This is an optimization exercise on Yosys and OpenROAD, whose aim is small area, a short achievable clock period and few clock cycles per item, not a production implementation. The RTL was checked by simulation tests, not by an equivalence proof against the original design. Power and IR drop assume default switching activity.

## cnn_top
module cnn_top (
	input  wire                          clk,
	input  wire                          reset_b,
	input  wire                          run,
	output logic                         busy,
	output logic [cnn_pkg::addr_w-1:0]   input_sram_read_address,
	input  wire  [cnn_pkg::data_w-1:0]   input_sram_read_data,
	output logic [cnn_pkg::addr_w-1:0]   weights_sram_read_address,
	input  wire  [cnn_pkg::data_w-1:0]   weights_sram_read_data,
	output logic                         output_sram_write_enable,
	output logic [cnn_pkg::addr_w-1:0]   output_sram_write_address,
	output logic [cnn_pkg::data_w-1:0]   output_sram_write_data
);
	logic                              fetch_done;
	logic                              pix_shift;
	logic                              pix_first;
	logic                              pix_mlast;
	logic                              conv_valid;
	logic                              conv_first;
	logic                              conv_last;
  ...
Size: roughly 2700 cells after synthesis, roughly 89 I/O pins, roughly 33000 um^2 of cells after synthesis.
==> module pool_relu_writer, before the edit <==
module pool_relu_writer (
	input  wire                               clk,
	input  wire                               reset_b,
	input  wire                               busy,
	input  wire                               fetch_done,
	input  wire                               conv_valid,
	input  wire                               conv_first,
	input  wire                               conv_last,
	input  wire                               conv_mlast,
	input  wire        [cnn_pkg::acc_w-1:0]   conv_row_a,
	input  wire        [cnn_pkg::acc_w-1:0]   conv_row_b,
	output logic                              output_sram_write_enable,
	output logic [cnn_pkg::addr_w-1:0]        output_sram_write_address,
	output logic [cnn_pkg::data_w-1:0]        output_sram_write_data,
	output logic                              run_end
);
	logic [cnn_pkg::acc_w-1:0] conv_out;
	logic [6:0] relu_val;
	logic [6:0] relu_q;
	logic       relu_valid;
	logic       relu_first;
	logic       relu_last;
	logic       relu_mlast;
	logic [6:0] run_max;
	logic [6:0] pool_val;
	logic       pool_valid;
	logic       pool_mlast;
	logic       have_held;
	logic       write_last;
	assign conv_out = ~(conv_row_a + conv_row_b);
	always_comb begin
		if (conv_out[cnn_pkg::acc_w-1]) begin
			relu_val = '0;
		end else if (|conv_out[cnn_pkg::acc_w-2:7]) begin
			relu_val = 7'd127;
		end else begin
			relu_val = conv_out[6:0];
		end
	end
	always_ff @(posedge clk) begin
		if (!reset_b) begin
			relu_valid <= 1'b0;
		end else begin
			relu_valid <= conv_valid;
		end
		relu_q     <= relu_val;
		relu_first <= conv_first;
		relu_last  <= conv_last;
		relu_mlast <= conv_mlast;
	end
	assign pool_val = (relu_first || relu_q > run_max) ? relu_q : run_max;
	always_ff @(posedge clk) begin
		run_max    <= pool_val;
		pool_mlast <= relu_mlast;
	end
	always_ff @(posedge clk) begin
		if (!reset_b) begin
			pool_valid <= 1'b0;
		end else begin
			pool_valid <= relu_valid && relu_last;
		end
	end
	always_ff @(posedge clk) begin
		if (!reset_b) begin
			have_held                <= 1'b0;
			output_sram_write_enable <= 1'b0;
			write_last               <= 1'b0;
		end else begin
			output_sram_write_enable <= pool_valid && (have_held || pool_mlast);
			write_last               <= pool_valid && pool_mlast && fetch_done;
			if (pool_valid) begin
				have_held <= !have_held && !pool_mlast;
			end
		end
	end
	assign run_end = write_last;
	always_ff @(posedge clk) begin
		if (pool_valid) begin
			if (!have_held) begin
				output_sram_write_data[15:8] <= {1'b0, run_max};
				output_sram_write_data[7:0]  <= 8'h00;
			end else begin
				output_sram_write_data[7:0]  <= {1'b0, run_max};
			end
		end
	end
	always_ff @(posedge clk) begin
		if (!reset_b || !busy) begin
			output_sram_write_address <= '1;
		end else if (pool_valid && (have_held || pool_mlast)) begin
			output_sram_write_address <= output_sram_write_address + 12'd1;
		end
	end
endmodule
==> flow/config.mk <==
export PLATFORM = sky130hd
export DESIGN_NAME = cnn_top
export DESIGN_NICKNAME = cnn_top
export VERILOG_FILES = /design/flow/design.v
export SDC_FILE = /design/flow/constraint.sdc
export NUM_CORES = 4
export LEC_CHECK = 0
export CAP_MARGIN = 20
export CORE_MARGIN = 2
export CORE_UTILIZATION = 30
export CTS_CLUSTER_DIAMETER = 60
export CTS_CLUSTER_SIZE = 25
export PLACE_DENSITY = 0.45
export SLEW_MARGIN = 20
==> flow/constraint.sdc <==
create_clock -name core_clock -period 10.0 [get_ports {clk}]
set_input_delay 2.0000 -clock core_clock [delete_from_list [all_inputs] [get_ports {clk}]]
set_output_delay 2.0000 -clock core_clock [all_outputs]
set_load 0.01 [all_outputs]
standard.sh (not shown) runs the stock make flow with config.mk's settings and CLKGATE_MAP_FILE= SYNTH_SCRIPT=/design/flow/synth_recipe.tcl, a recipe that flattens the netlist after the stock synthesis.
==> flow/flow/run.sh <==
#!/bin/bash
# Layout flow: the standard flow (standard.sh) with three changes:
#  - after synthesis, fa_polarity.py flips full adders to drop the
#    inverters Yosys leaves between them (same function, same registers);
#  - port buffers use a stronger cell;
#  - setup repair aims below the clock period.
# Each tool's output goes to its own log in this folder.
set -e
R=$PWD/orfs/results/sky130hd/cnn_top/base
export BUFFER_PORTS_ARGS="-buffer_cell sky130_fd_sc_hd__buf_2"
export SETUP_SLACK_MARGIN=7.0
bash standard.sh $R/1_2_yosys.v > synth.log 2>&1
python3 flow/fa_polarity.py $R/1_2_yosys.v $R/1_2_yosys_pol.v > fa_polarity.log 2>&1
mv $R/1_2_yosys_pol.v $R/1_2_yosys.v
bash standard.sh > standard.log 2>&1
Other scripts of this flow, unchanged in this note and not shown: flow/flow/fa_polarity.py
The baseline completed with no timing, DRC or antenna violations.
Testbench counts at the start, summed over its fixed seeds: cycles 83,542, windows 19,159.
Next try:
--- a/flow/design.v
+++ b/flow/design.v
@@ -2776,12 +2776,13 @@
 	logic       relu_last;
 	logic       relu_mlast;
 	logic [6:0] run_max;
 	logic [6:0] pool_val;
 	logic       pool_valid;
 	logic       pool_mlast;
+	logic [6:0] held;
 	logic       have_held;
 	logic       write_last;
 	assign conv_out = ~(conv_row_a + conv_row_b);
 	always_comb begin
 		if (conv_out[cnn_pkg::acc_w-1]) begin
 			relu_val = '0;
@@ -2826,20 +2827,17 @@
 				have_held <= !have_held && !pool_mlast;
 			end
 		end
 	end
 	assign run_end = write_last;
 	always_ff @(posedge clk) begin
-		if (pool_valid) begin
-			if (!have_held) begin
-				output_sram_write_data[15:8] <= {1'b0, run_max};
-				output_sram_write_data[7:0]  <= 8'h00;
-			end else begin
-				output_sram_write_data[7:0]  <= {1'b0, run_max};
-			end
+		if (pool_valid && !have_held) begin
+			held <= run_max;
 		end
+		output_sram_write_data <= have_held ? {1'b0, held, 1'b0, run_max}
+			: {1'b0, run_max, 8'h00};
 	end
 	always_ff @(posedge clk) begin
 		if (!reset_b || !busy) begin
 			output_sram_write_address <= '1;
 		end else if (pool_valid && (have_held || pool_mlast)) begin
 			output_sram_write_address <= output_sram_write_address + 12'd1;
- The changed run finished clean
- global-route usage rose by 0.23 points
- routed wire length rose by 0.75%
- clock-buffer cell count rose by 9
- flip-flop and latch count rose by 7
- utilization fell by 0.15 points
- total power fell by 0.60%
Testbench counts after the change, summed over its fixed seeds: cycles 83,542, windows 19,159.

[re-timing with driven ports]
No port has a modelled driver above. Below, the same layouts with a new extraction and two added sets of constraints.
Step 1 sets driving cells, clkbuf_16 on the clock port and buf_2 on the other inputs (assumed; they add their load-dependent delay and slew).
Step 2 adds t to the input delays and takes it off the output delays; t is the mean of the earliest and latest rising clock arrival at the registers after step 1. Input paths then give back, and output paths get back, about the clock's delay inside the block.
a / b / c = no drivers / after step 1 / after step 2; a / b = the first two.
| run | shift t [ns] | slack for setup (ns) | worst hold slack (ns) | worst register clock-pin slew, ns |
|---|---|---|---|---|
| the first run | 0.703 | 6.747 / 6.675 / 6.480 | 0.318 / 0.318 / 0.318 | 0.09 / 0.09 |
| the second run | 0.701 | 6.859 / 6.793 / 6.431 | 0.332 / 0.332 / 0.332 | 0.09 / 0.09 |
After both steps setup and hold are still met in every run listed. The setup slack of the second run, which loses most, moves by -0.066 ns with the drivers and by -0.428 ns with both steps.
